This design comes from an exercise in tuning for small area and a short achievable clock period on the open sky130 flow, not from production work.
Only simulation tests tie the RTL to the original design; equivalence was not proved.
No activity file was given, so power comes from the tool's default toggle rates.

## old
==> flow/design.v (excerpt) <==
module tlb_sv32_plru #(
  parameter int unsigned TLB_ENTRIES = 16,
  parameter int unsigned ASID_WIDTH  = 9
) (
  input  logic                  clk_i,
  input  logic                  rst_i,
  input  logic                  flush_i,
  input  logic [ASID_WIDTH-1:0] asid_to_be_flushed_i,
  input  logic [31:0]           vaddr_to_be_flushed_i,
  input  logic                  update_valid_i,
  input  logic                  update_is_4M_i,
  input  logic                  update_global_i,
  input  logic [19:0]           update_vpn_i,
  input  logic [ASID_WIDTH-1:0] update_asid_i,
  input  logic [31:0]           update_content_i,
  input  logic                  lu_access_i,
  input  logic [ASID_WIDTH-1:0] lu_asid_i,
  input  logic [31:0]           lu_vaddr_i,
  output logic                  lu_hit_o,
  output logic                  lu_is_4M_o,
  output logic [31:0]           lu_content_o,
  output logic [31:0]           hit_count_o,
  output logic [31:0]           miss_count_o,
  output logic                  full_o
);
Size in the first run: about 3,600 cells after synthesis, roughly 250 I/O pins, ~53,000 sq um of cells after synthesis.
clock: 8.5 ns
lec_check: 0
cap_margin: 20
core_margin: 2
core_utilization: 40
gpl_timing_driven: 0
setup_slack_margin: 2.0
slew_margin: 20
synth_hierarchical: 1
standard.sh (not shown) runs the stock make flow with config.mk's settings and CLKGATE_MAP_FILE= SYNTH_SCRIPT=/design/flow/synth_recipe.tcl, a recipe that flattens the netlist after the stock synthesis.
==> flow/flow/run.sh <==
#!/bin/bash
# Standard ORFS layout with four changes: port buffers are plain buf_2 cells,
# the resizer may swap cells across footprints, clock tree synthesis uses
# larger sink clusters of clkbuf_8 without dummy loads, and the lookup ports
# are kept together on one edge (flow/io.tcl). Each tool's output goes to a
# log file here.
set -euo pipefail
bash standard.sh \
  "BUFFER_PORTS_ARGS=-buffer_cell sky130_fd_sc_hd__buf_2" \
  MATCH_CELL_FOOTPRINT=0 \
  "CTS_ARGS=-sink_clustering_enable -repair_clock_nets -dont_use_dummy_load -sink_clustering_size 14 -sink_clustering_max_diameter 50 -sink_clustering_buffer sky130_fd_sc_hd__clkbuf_8" \
  "PRE_IO_PLACEMENT_TCL=$PWD/flow/io.tcl" \
  finish > make_finish.log 2>&1
cp -r orfs/logs/sky130hd/tlb_sv32_plru/base orfs_logs 2>/dev/null || true
==> flow/flow/io.tcl <==
# Keep the combinational lookup's ports (its inputs and its outputs) together
# on the bottom edge so that the lookup path does not cross the die.
set lu_pins {}
foreach p [get_ports {lu_vaddr_i[*] lu_asid_i[*] lu_access_i lu_content_o[*] lu_is_4M_o lu_hit_o}] {
  lappend lu_pins [get_full_name $p]
}
set_io_pin_constraint -pin_names $lu_pins -region bottom:*
old went all the way through the flow, and no timing, DRC or antenna check failed.
## Diff of input files: new against old
# old
export LEC_CHECK = 0
export CAP_MARGIN = 20
export CORE_MARGIN = 2
export CORE_UTILIZATION = 40
export GPL_TIMING_DRIVEN = 0
export SETUP_SLACK_MARGIN = 2.0
export SLEW_MARGIN = 20
export SYNTH_HIERARCHICAL = 1
create_clock -name core_clock -period 8.5 [get_ports {clk_i}]
# new
export LEC_CHECK = 0
export CAP_MARGIN = 20
export CORE_MARGIN = 2
export CORE_UTILIZATION = 40
export SETUP_SLACK_MARGIN = 2.0
export SLEW_MARGIN = 20
export SYNTH_HIERARCHICAL = 1
create_clock -name core_clock -period 8.5 [get_ports {clk_i}]
--- outcome ---
- Going from old to new, final standard cell count with taps included and fillers excluded grew slightly.
- The combinational power share of new and that of old are within noise of each other.
- Launching instance or port of the critical path = lu_vaddr_i[17]: new; launching instance or port of the critical path = lu_vaddr_i[18]: old
- The final area of new and that of old are within noise of each other.
- Delta (new minus old): pin slew with the least headroom to its limit dropped 0.12 ns; power density over cell area was more or less identical; layout overhead on the synthesized area was more or less identical.
- new has biggest cell delay along the critical path above what old had.
- Looking at met3 track demand over resource, new sits 0.90 points above old.
- Filler cell count in the final layout: higher on new
- First-pass GRT wire length: new vs old up 9100 microns
- Against old, new reports a time the final worst path needs with I/O delays and setup that is lower.

========
Starting RTL as in the previous note.
export LEC_CHECK = 0
export CAP_MARGIN = 20
export CORE_MARGIN = 2
export CORE_UTILIZATION = 40
export PLACE_DENSITY = 0.75
export SETUP_SLACK_MARGIN = 2.0
export SLEW_MARGIN = 20
export SYNTH_HIERARCHICAL = 1
create_clock -name core_clock -period 8.5 [get_ports {clk_i}]
==> flow/flow/run.sh <==
#!/bin/bash
# Standard ORFS layout with two changes: port buffers are plain buf_2 cells,
# and the resizer may swap cells across footprints. Each tool's output goes to a log file here.
set -euo pipefail
bash standard.sh \
  "BUFFER_PORTS_ARGS=-buffer_cell sky130_fd_sc_hd__buf_2" \
  MATCH_CELL_FOOTPRINT=0 \
  finish > make_finish.log 2>&1
cp -r orfs/logs/sky130hd/tlb_sv32_plru/base orfs_logs 2>/dev/null || true
The baseline finished with max-capacitance violations, max-slew violations left.
==> next run, changes <==
==> flow/flow/run.sh (replaced) <==
#!/bin/bash
# Standard ORFS layout with four changes: port buffers are plain buf_2 cells,
# the resizer may swap cells across footprints, clock tree synthesis uses
# larger sink clusters of clkbuf_8 without dummy loads, and the lookup ports
# are kept together on one edge (flow/io.tcl). Each tool's output goes to a
# log file here.
set -euo pipefail
bash standard.sh \
  "BUFFER_PORTS_ARGS=-buffer_cell sky130_fd_sc_hd__buf_2" \
  MATCH_CELL_FOOTPRINT=0 \
  "CTS_ARGS=-sink_clustering_enable -repair_clock_nets -dont_use_dummy_load -sink_clustering_size 14 -sink_clustering_max_diameter 50 -sink_clustering_buffer sky130_fd_sc_hd__clkbuf_8" \
  "PRE_IO_PLACEMENT_TCL=$PWD/flow/io.tcl" \
  finish > make_finish.log 2>&1
cp -r orfs/logs/sky130hd/tlb_sv32_plru/base orfs_logs 2>/dev/null || true
==> flow/flow/io.tcl (new file) <==
# Keep the combinational lookup's ports (its inputs and its outputs) together
# on the bottom edge so that the lookup path does not cross the die.
set lu_pins {}
foreach p [get_ports {lu_vaddr_i[*] lu_asid_i[*] lu_access_i lu_content_o[*] lu_is_4M_o lu_hit_o}] {
  lappend lu_pins [get_full_name $p]
}
set_io_pin_constraint -pin_names $lu_pins -region bottom:*
- GPL_TIMING_DRIVEN: not set -> 0
- PLACE_DENSITY: 0.75 -> not set
- SETUP_SLACK_MARGIN: 2.0 -> 1.9
The changed run finished with timing, DRC and antenna clean.
First-iteration DRC count shrinks by about 30%.
Synthesized area does not change.
Count of clock-buffer cells in the layout shrinks by 16.
Cell area shrinks by 2.7%.
==> next run, changes <==
--- a/flow/flow/run.sh
+++ b/flow/flow/run.sh
@@ -10,3 +10,3 @@
   MATCH_CELL_FOOTPRINT=0 \
-  "CTS_ARGS=-sink_clustering_enable -repair_clock_nets -dont_use_dummy_load -sink_clustering_size 14 -sink_clustering_max_diameter 50 -sink_clustering_buffer sky130_fd_sc_hd__clkbuf_8" \
+  "CTS_ARGS=-sink_clustering_enable -repair_clock_nets -dont_use_dummy_load -sink_clustering_size 17 -sink_clustering_max_diameter 50 -sink_clustering_buffer sky130_fd_sc_hd__clkbuf_8" \
   "PRE_IO_PLACEMENT_TCL=$PWD/flow/io.tcl" \
- SETUP_SLACK_MARGIN: 1.9 -> 2.0
=>
- The changed run passed the timing, design-rule and antenna checks
- via count barely changes
- maximum frequency increases by 2.7%
- synthesized area is unchanged
- count of clock-buffer cells in the layout drops by 2
- global-route usage barely changes
==> next run, changes <==
==> flow/flow/run.sh (replaced) <==
#!/bin/bash
# Standard ORFS layout with two changes: port buffers are plain buf_2 cells,
# and the resizer may swap cells across footprints. Each tool's output goes to a log file here.
set -euo pipefail
bash standard.sh \
  "BUFFER_PORTS_ARGS=-buffer_cell sky130_fd_sc_hd__buf_2" \
  MATCH_CELL_FOOTPRINT=0 \
  finish > make_finish.log 2>&1
cp -r orfs/logs/sky130hd/tlb_sv32_plru/base orfs_logs 2>/dev/null || true
- GPL_TIMING_DRIVEN: 0 -> not set
removed: flow/flow/io.tcl
After rerunning:
- The new run went through all stages and came out clean
- die area stays the same
- cell area rises by 3.3%
- synthesized cell count stays the same
==> next run, changes <==
==> flow/flow/run.sh (replaced) <==
#!/bin/bash
# Standard ORFS layout with three changes: port buffers are plain buf_2 cells,
# the resizer may swap cells across footprints, and clock tree synthesis uses
# larger sink clusters without dummy loads. Each tool's output goes to a log
# file here.
set -euo pipefail
bash standard.sh \
  "BUFFER_PORTS_ARGS=-buffer_cell sky130_fd_sc_hd__buf_2" \
  MATCH_CELL_FOOTPRINT=0 \
  "CTS_ARGS=-sink_clustering_enable -repair_clock_nets -dont_use_dummy_load -sink_clustering_size 14 -sink_clustering_max_diameter 50 -sink_clustering_buffer sky130_fd_sc_hd__clkbuf_8" \
  finish > make_finish.log 2>&1
cp -r orfs/logs/sky130hd/tlb_sv32_plru/base orfs_logs 2>/dev/null || true
=> Synthesized area does not change; critical path depth went down by 2; via count hardly moves.
==> next run, changes <==
==> flow/flow/run.sh (replaced) <==
#!/bin/bash
# Standard ORFS layout with two changes: port buffers are plain buf_2 cells,
# and the resizer may swap cells across footprints. Each tool's output goes to a log file here.
set -euo pipefail
bash standard.sh \
  "BUFFER_PORTS_ARGS=-buffer_cell sky130_fd_sc_hd__buf_2" \
  MATCH_CELL_FOOTPRINT=0 \
  finish > make_finish.log 2>&1
cp -r orfs/logs/sky130hd/tlb_sv32_plru/base orfs_logs 2>/dev/null || true
- CORE_UTILIZATION: 40 -> 55
- PLACE_DENSITY: not set -> 0.7
Outcome: The changed run ran to the end with no violations; critical path depth grows by 1; setup slack gets worse by 27 ps; flip-flop and latch count does not change; wire length shrinks by 7.6%; via count grows by about 0.44%; synthesized area stays the same; total power grows by 17%; register-to-register slack gets worse by 230 ps.

========
Setup of v9:
Another version of the RTL of tlb_sv32_plru (not shown whole).
Size in the first run: roughly 3,900 cells after synthesis, about 1,100 flip-flops, ~52,000 um^2 of cells after synthesis.
==> flow/config.mk <==
export PLATFORM = sky130hd
export DESIGN_NAME = tlb_sv32_plru
export DESIGN_NICKNAME = tlb_sv32_plru
export VERILOG_FILES = /design/flow/design.v
export SDC_FILE = /design/flow/constraint.sdc
export NUM_CORES = 4
export LEC_CHECK = 0
export CAP_MARGIN = 20
export CORE_MARGIN = 2
export CORE_UTILIZATION = 40
export CTS_CLUSTER_DIAMETER = 60
export CTS_CLUSTER_SIZE = 20
export SETUP_SLACK_MARGIN = 2.0
export SLEW_MARGIN = 20
==> flow/constraint.sdc <==
create_clock -name core_clock -period 8.5 [get_ports {clk_i}]
set_input_delay 1.7000 -clock core_clock [delete_from_list [all_inputs] [get_ports {clk_i}]]
set_output_delay 1.7000 -clock core_clock [all_outputs]
set_load 0.01 [all_outputs]
==> flow/flow/run.sh <==
#!/bin/bash
# Standard ORFS layout with two changes: port buffers are plain buf_2 cells,
# and the resizer may swap cells across footprints. Each tool's output goes to a log file here.
set -euo pipefail
bash standard.sh \
  "BUFFER_PORTS_ARGS=-buffer_cell sky130_fd_sc_hd__buf_2" \
  MATCH_CELL_FOOTPRINT=0 \
  finish > make_finish.log 2>&1
cp -r orfs/logs/sky130hd/tlb_sv32_plru/base orfs_logs 2>/dev/null || true
v9: PASS, flow complete, no timing, DRC or antenna violations
[inputs] v35 vs v9
# v9
export LEC_CHECK = 0
export CAP_MARGIN = 20
export CORE_MARGIN = 2
export CORE_UTILIZATION = 40
export CTS_CLUSTER_DIAMETER = 60
export CTS_CLUSTER_SIZE = 20
export SETUP_SLACK_MARGIN = 2.0
export SLEW_MARGIN = 20
create_clock -name core_clock -period 8.5 [get_ports {clk_i}]
# v35
export LEC_CHECK = 0
export CAP_MARGIN = 20
export CORE_MARGIN = 2
export CORE_UTILIZATION = 40
export SETUP_SLACK_MARGIN = 2.0
export SLEW_MARGIN = 20
create_clock -name core_clock -period 8.5 [get_ports {clk_i}]
==> flow/flow/run.sh <==
#!/bin/bash
# Standard ORFS layout with three changes: port buffers are plain buf_2 cells,
# the resizer may swap cells across footprints, and non-critical cells are
# downsized after global routing. Each tool's output goes to a log file here.
set -euo pipefail
bash standard.sh \
  "BUFFER_PORTS_ARGS=-buffer_cell sky130_fd_sc_hd__buf_2" \
  MATCH_CELL_FOOTPRINT=0 \
  RECOVER_POWER=100 \
  finish > make_finish.log 2>&1
cp -r orfs/logs/sky130hd/tlb_sv32_plru/base orfs_logs 2>/dev/null || true
## What came out
[compare] base=v9 new=v35: combinational fraction of design power lower, final cell count barely changed, multi-input gate count ~0 delta. The layout from v35, despite a flow that completed every stage, fails the layout checks, with the failing checks listed as capacitance limit, slew limit.
Modified inputs, v17 compared to v35
# v35
export LEC_CHECK = 0
export CAP_MARGIN = 20
export CORE_MARGIN = 2
export CORE_UTILIZATION = 40
export SETUP_SLACK_MARGIN = 2.0
export SLEW_MARGIN = 20
create_clock -name core_clock -period 8.5 [get_ports {clk_i}]
# v17
export LEC_CHECK = 0
export CAP_MARGIN = 20
export CORE_MARGIN = 2
export CORE_UTILIZATION = 40
export SETUP_SLACK_MARGIN = 3.0
export SLEW_MARGIN = 20
create_clock -name core_clock -period 8.5 [get_ports {clk_i}]
==> flow/run.sh (new file) <==
#!/bin/bash
# synth_recipe.tcl (not shown) runs the flow's synth.tcl, then flattens the netlist and writes it again
# the make line also repeats each setting of config.mk as NAME=value (left out here)
make -C /OpenROAD-flow-scripts/flow DESIGN_CONFIG=/design/flow/config.mk WORK_HOME=/design/flow/orfs CLKGATE_MAP_FILE= SYNTH_SCRIPT=/design/flow/synth_recipe.tcl finish
removed: flow/flow/run.sh
removed: flow/standard.sh
==> summary.txt <==
- Summary of v35 and v17: one run falls short of a clean finish, namely v35.
- The wire length after detailed routing in v17 was higher than what v35 gave.
- The die area on v35 is in line with that on v17.
- First-pass GRT wire length delta (v17 − v35): unfavourable
- Looking at count of clock-buffer cells in the layout, v17 sits about 2% above v35.
- Worst path setup slack after routing delta for v17 relative to v35: 1020 ps higher
- In the metrics for v35 and v17, the one carrying the lower buffer count excluding the clock tree in the final layout is v35.
- Changes observed in v17 relative to v35: worst hold slack dropped 3.9 ps; clock power saw a decrease.
- Clock-cell share of area down 0.81 points in v17 wrt v35
Modified inputs, v23 compared to v17
# v17
export LEC_CHECK = 0
export CAP_MARGIN = 20
export CORE_MARGIN = 2
export CORE_UTILIZATION = 40
export SETUP_SLACK_MARGIN = 3.0
export SLEW_MARGIN = 20
create_clock -name core_clock -period 8.5 [get_ports {clk_i}]
# v23
export LEC_CHECK = 0
export CAP_MARGIN = 20
export CORE_MARGIN = 2
export CORE_UTILIZATION = 40
export SETUP_SLACK_MARGIN = 2.0
export SLEW_MARGIN = 20
create_clock -name core_clock -period 8.5 [get_ports {clk_i}]
==> flow/flow/run.sh (new file) <==
#!/bin/bash
# Standard ORFS layout with two changes: port buffers are plain buf_2 cells,
# and the resizer may swap cells across footprints. Each tool's output goes to a log file here.
set -euo pipefail
bash standard.sh \
  "BUFFER_PORTS_ARGS=-buffer_cell sky130_fd_sc_hd__buf_2" \
  MATCH_CELL_FOOTPRINT=0 \
  finish > make_finish.log 2>&1
cp -r orfs/logs/sky130hd/tlb_sv32_plru/base orfs_logs 2>/dev/null || true
==> flow/standard.sh (new file) <==
#!/bin/bash
# synth_recipe.tcl (not shown) runs the flow's synth.tcl, then flattens the netlist and writes it again
# the make line also repeats each setting of config.mk as NAME=value (left out here)
make -C /OpenROAD-flow-scripts/flow DESIGN_CONFIG=/design/flow/config.mk WORK_HOME=/design/flow/orfs CLKGATE_MAP_FILE= SYNTH_SCRIPT=/design/flow/synth_recipe.tcl "${@:-finish}"
removed: flow/run.sh
Results
Summary — clock power, v23 relative to v17: higher, by about 1%. Diff v17 -> v23: power of the combinational group lower; least setup slack across all paths after layout lower; worst setup slack for register-to-register paths lower; number of global-route vias before repair lower. Maximum vdd drop: v23 vs v17 up 14%.

separate check: timing with driven ports:
In the flow no input, the clock included, has a driving cell. The finished layouts below were timed again as built, in two steps. Step 1, drivers: a clkbuf_16 drives clk_i and a buf_2 each remaining input, both assumed. Step 2, shift: input delay + t, output delay - t, t = (earliest + latest rising clock arrival at the registers) / 2. This alone moves slack from input paths to output paths. Slacks: ideal ports / drivers / drivers and shift; pairs: ideal ports / drivers.
run | t, ns | setup WS [ns] | latest minus earliest clock arrival (ns) | worst data-port slew with drivers (ns) | slew violations | cell pins on the clock port's net
old | 0.760 | 2.000 / 1.897 / 1.392 | 0.067 / 0.067 | 0.15 | 0 / 0 | 1
new | 0.756 | 2.007 / 1.917 / 1.339 | 0.095 / 0.096 | 0.15 | 0 / 0 | 1
the first run of note 2 | 0.820 | 2.003 / 1.982 / 1.399 | 0.037 / 0.037 | 0.15 | 4 / 4 | 1
the second run of note 2 | 0.764 | 1.826 / 1.728 / 1.246 | 0.065 / 0.065 | 0.15 | 0 / 0 | 1
the third run of note 2 | 0.760 | 2.003 / 1.859 / 1.405 | 0.094 / 0.093 | 0.15 | 0 / 0 | 1
the fourth run of note 2 | 0.818 | 1.996 / 1.934 / 1.323 | 0.045 / 0.045 | 0.10 | 0 / 0 | 1
the fifth run of note 2 | 0.753 | 1.984 / 1.935 / 1.268 | 0.095 / 0.094 | 0.11 | 0 / 0 | 1
the sixth run of note 2 | 0.789 | 1.957 / 1.984 / 1.214 | 0.055 / 0.054 | 0.10 | 0 / 0 | 1
v9 | 0.816 | 2.000 / 1.942 / 1.445 | 0.096 / 0.095 | 0.21 | 0 / 0 | 1
v35 | 0.837 | 1.036 / 1.010 / 0.237 | 0.092 / 0.092 | 0.20 | 212 / 230 | 1
v17 | 0.824 | 2.061 / 1.989 / 1.989 | 0.037 / 0.036 | 0.22 | 0 / 0 | 1
v23 | 0.835 | 1.989 / 1.943 / 1.212 | 0.093 / 0.093 | 0.21 | 0 / 0 | 1
With drivers on, slew violations rise in v35. For v35, which loses most, drivers alone change the setup slack by -0.026 ns; drivers and shift together by -0.799 ns.
